Context: an optimization exercise on an open-source flow, tuned for small area, a short achievable clock period and few clock cycles per item. The choices shown serve that exercise and are no tape-out recipe. Only simulation tests tie the RTL to the original design; equivalence was not proved.

## build 98
==> flow/design.v (excerpt) <==
module two_point_weight_conversion #(
    parameter int SAMPLE_BITS = 16
) (
    input  logic                   clk,
    input  logic                   rst_n,
    input  logic                   cfg_we,
    input  logic [1:0]             cfg_index,
    input  logic [15:0]            cfg_data,
    input  logic                   in_valid,
    output logic                   in_stall,
    input  logic [SAMPLE_BITS-1:0] adc_sample,
    output logic                   out_valid,
    input  logic                   out_stall,
    output logic [31:0]            weight_value,
    output logic                   below_zero,
    output logic                   span_error
);
    logic [13:0] w1_r, w2_r;
    logic [15:0] c1_r, c2_r;
    always_ff @(posedge clk or negedge rst_n)
    begin
        if (!rst_n)
        begin
            w1_r <= '0;
            c1_r <= '0;
            w2_r <= '0;
            c2_r <= '0;
        end
        else if (cfg_we)
  ...
clock: 10.0 ns
lec_check: 0
abc_area: 1
cap_margin: 20
core_margin: 2
core_utilization: 40
slew_margin: 20
standard.sh (not shown) runs the stock make flow with config.mk's settings and CLKGATE_MAP_FILE= SYNTH_SCRIPT=/design/flow/synth_recipe.tcl, a recipe that flattens the netlist after the stock synthesis.
==> flow/flow/run.sh <==
#!/bin/bash
# Standard layout, with timing repair aimed at a setup slack of 6.2 ns.
set -euo pipefail
bash standard.sh SETUP_SLACK_MARGIN=6.2 finish > standard_flow.log 2>&1
test -f out/final.def
Testbench counts of build 98, summed over its fixed seeds: cycles 11,400, items 9,600.
The following lists how build 97 was set up differently from build 98:
==> flow/flow/run.sh <==
#!/bin/bash
# Standard layout, with timing repair aimed at a setup slack of 6.4 ns.
set -euo pipefail
bash standard.sh SETUP_SLACK_MARGIN=6.4 finish > standard_flow.log 2>&1
test -f out/final.def
diff --git a/flow/config.mk b/flow/config.mk
--- a/flow/config.mk
+++ b/flow/config.mk
@@ -7,3 +7,2 @@
 export LEC_CHECK = 0
-export ABC_AREA = 1
 export CAP_MARGIN = 20
[summary]
- Looking at uppermost layer routed, the met4 result is from build 97; the met5 one comes from build 98.
- NOTE die outline width build 98->build 97 decreased by a few percent
- Comparing first-pass GRT wire length for build 98 and build 97, the bigger number came from build 98.
- The final reports for build 97 and build 98 show final routed wire length divided by cell count higher in the former.
- Routed wire length (build 97 over build 98): decrease, 26000 microns
The following lists how build 8 was set up differently from build 97:
==> flow/flow/run.sh <==
#!/bin/bash
# Standard layout, with timing repair aimed at a setup slack of 6.2 ns.
set -euo pipefail
bash standard.sh SETUP_SLACK_MARGIN=6.2 finish > standard_flow.log 2>&1
test -f out/final.def
==> comparison <==
Area fraction in compound gates after synthesis essentially unchanged between build 8 and build 97.
In the tables for build 8 and build 97, logic depth of the worst register-to-register path reads higher with build 97.
Build 8 and build 97 ended up with roughly the same layout filler cell count.
Build 8 finished end to end and its layout was clean on timing, DRC and antenna.
Compared with build 97, build 8 improves placed wire-length estimate.
Total number of cells along the worst setup path, build 8 and build 97: lower on build 8
In the reports for build 8 and build 97, the larger first-pass GRT wire length belongs to build 97.

========
run 1:
two_point_weight_conversion, a different RTL version from the one above (not shown whole).
For scale: about 970 flip-flops.
export LEC_CHECK = 0
export CAP_MARGIN = 20
export CORE_MARGIN = 2
export CORE_UTILIZATION = 40
export CTS_CLUSTER_DIAMETER = 100
export CTS_CLUSTER_SIZE = 22
export SLEW_MARGIN = 20
export TNS_END_PERCENT = 30
create_clock -name core_clock -period 10.0 [get_ports {clk}]
==> flow/flow/run.sh <==
#!/bin/bash
# Standard layout, with timing repair aimed at a setup slack of 6.4 ns.
set -euo pipefail
bash standard.sh SETUP_SLACK_MARGIN=6.4 finish > standard_flow.log 2>&1
test -f out/final.def
Run 1 went all the way through synthesis, placement and routing and the layout is clean on timing, DRC and antenna.
Testbench counts of run 1, summed over its fixed seeds: cycles 10,920, items 9,600.
For run 2, these inputs were changed with respect to run 1:
-- flow/config.mk --
<<< run 1, line 9
export CORE_MARGIN = 2
export CORE_UTILIZATION = 40
export CTS_CLUSTER_DIAMETER = 100
export CTS_CLUSTER_SIZE = 22
export SLEW_MARGIN = 20
export TNS_END_PERCENT = 30
>>> run 2, line 9
export CORE_MARGIN = 2
export CORE_UTILIZATION = 40
export SLEW_MARGIN = 20
==> comparison <==
Between run 1 and run 2, wire length on met3 is lower for run 1, run 2 comes in above that.
Number of stages on the worst setup path in run 2 is 7 lower than in run 1
Compared with run 1, in run 2 total instance count after detailed placement shows no meaningful change.
The final reports for run 2 and run 1 show via-per-instance ratio higher in the former.
Looking at arrival time at the worst endpoint, run 2 sits 2.60 ns below run 1.
Re sequential share of layout area: run 1 was higher than run 2.
Run 2 reports its cell with the largest stage delay on the worst path as sky130_fd_sc_hd__edfxtp_1 while run 1 reports sky130_fd_sc_hd__xor2_1.
Max final worst hold slack across run 1 and run 2: run 1
Summary of run 2 over run 1: total detailed-routing wirelength grew by 6600 um; relative slew slack now sits lower.
> inputs changed (run 2 -> run 3)
==> flow/flow/run.sh <==
#!/bin/bash
# Standard layout, with timing repair aimed at a setup slack of 6.5 ns.
set -euo pipefail
bash standard.sh SETUP_SLACK_MARGIN=6.5 finish > standard_flow.log 2>&1
test -f out/final.def
-- flow/config.mk --
<<< run 2, line 9
export CORE_MARGIN = 2
export CORE_UTILIZATION = 40
export SLEW_MARGIN = 20
>>> run 3, line 9
export CORE_MARGIN = 2
export CORE_UTILIZATION = 40
export CTS_CLUSTER_DIAMETER = 100
export CTS_CLUSTER_SIZE = 25
export SLEW_MARGIN = 20
In the metrics for run 3 and run 2, the one carrying the lower worst setup slack is run 2. Per the comparison of run 3 with run 2, number of cells produced by synthesis neither gained nor lost much, H-tree depth went down by 1, peak per-stage delay on the critical path lost 0.13 ns, number of buffers inserted during clock tree synthesis lower, number of I/O port buffers was more or less identical. Run 3 ends up with a wire length of the first global-routing pass that is about 2% lower than in run 2. Between run 3 and run 2, the difference in slew at the pin closest to its max-slew limit is negligible. The final reports for run 3 and run 2 show share of the clock period used by the worst path after layout lower in the former.
--- input diff run 3..run 4 ---
-- flow/config.mk --
<<< run 3, line 10
export CORE_UTILIZATION = 40
export CTS_CLUSTER_DIAMETER = 100
export CTS_CLUSTER_SIZE = 25
export SLEW_MARGIN = 20
>>> run 4, line 10
export CORE_UTILIZATION = 40
export CTS_CLUSTER_DIAMETER = 100
export CTS_CLUSTER_SIZE = 22
export SLEW_MARGIN = 20
--- outcome ---
| signed area change from the synthesized netlist to the final layout | run 4 vs run 3 | ≈ equal |
Clock-buffer cell count: lower on run 3
There was hardly any difference in utilization between run 4 and run 3.
On post-route non-filler standard cell count, run 4 and run 3 are basically level.
[compare] base=run 3 new=run 4: first-pass GRT wire length stayed essentially flat; met2 layer usage reported by global route did not really move.

port drivers added, routing unchanged:
No port has a modelled driver above. Below, the same layouts with a new extraction and two added sets of constraints.
Step 1 assumes that a clkbuf_16 drives the clock port and a buf_2 every other input.
Step 2 adds t to the input delays and takes it off the output delays; t is the mean of the earliest and latest rising clock arrival at the registers after step 1. Input paths then give back, and output paths get back, about the clock's delay inside the block.
Three values: ideal ports, drivers, drivers and shift; two values: the first two.
run | t, ns | setup slack, ns | worst setup path after step 2 | worst slew at a driven data input, ns | cell pins on the clock port's net
build 98 | 0.809 | 6.357 / 6.275 / 5.753 | input to register | 0.21 | 1
build 97 | 0.793 | 6.268 / 6.268 / 5.699 | input to register | 0.04 | 1
build 8 | 0.796 | 6.268 / 6.213 / 5.646 | input to register | 0.04 | 1
run 1 | 0.782 | 6.320 / 6.278 / 5.907 | input to register | 0.05 | 1
run 2 | 0.823 | 6.442 / 6.362 / 5.868 | input to register | 0.06 | 1
run 3 | 0.764 | 6.522 / 6.453 / 6.035 | input to register | 0.06 | 1
run 4 | 0.766 | 6.477 / 6.466 / 6.054 | input to register | 0.06 | 1
After both steps every run listed still meets setup and hold. The setup slack of build 8, which loses most, moves by -0.055 ns with the drivers and by -0.622 ns with both steps.
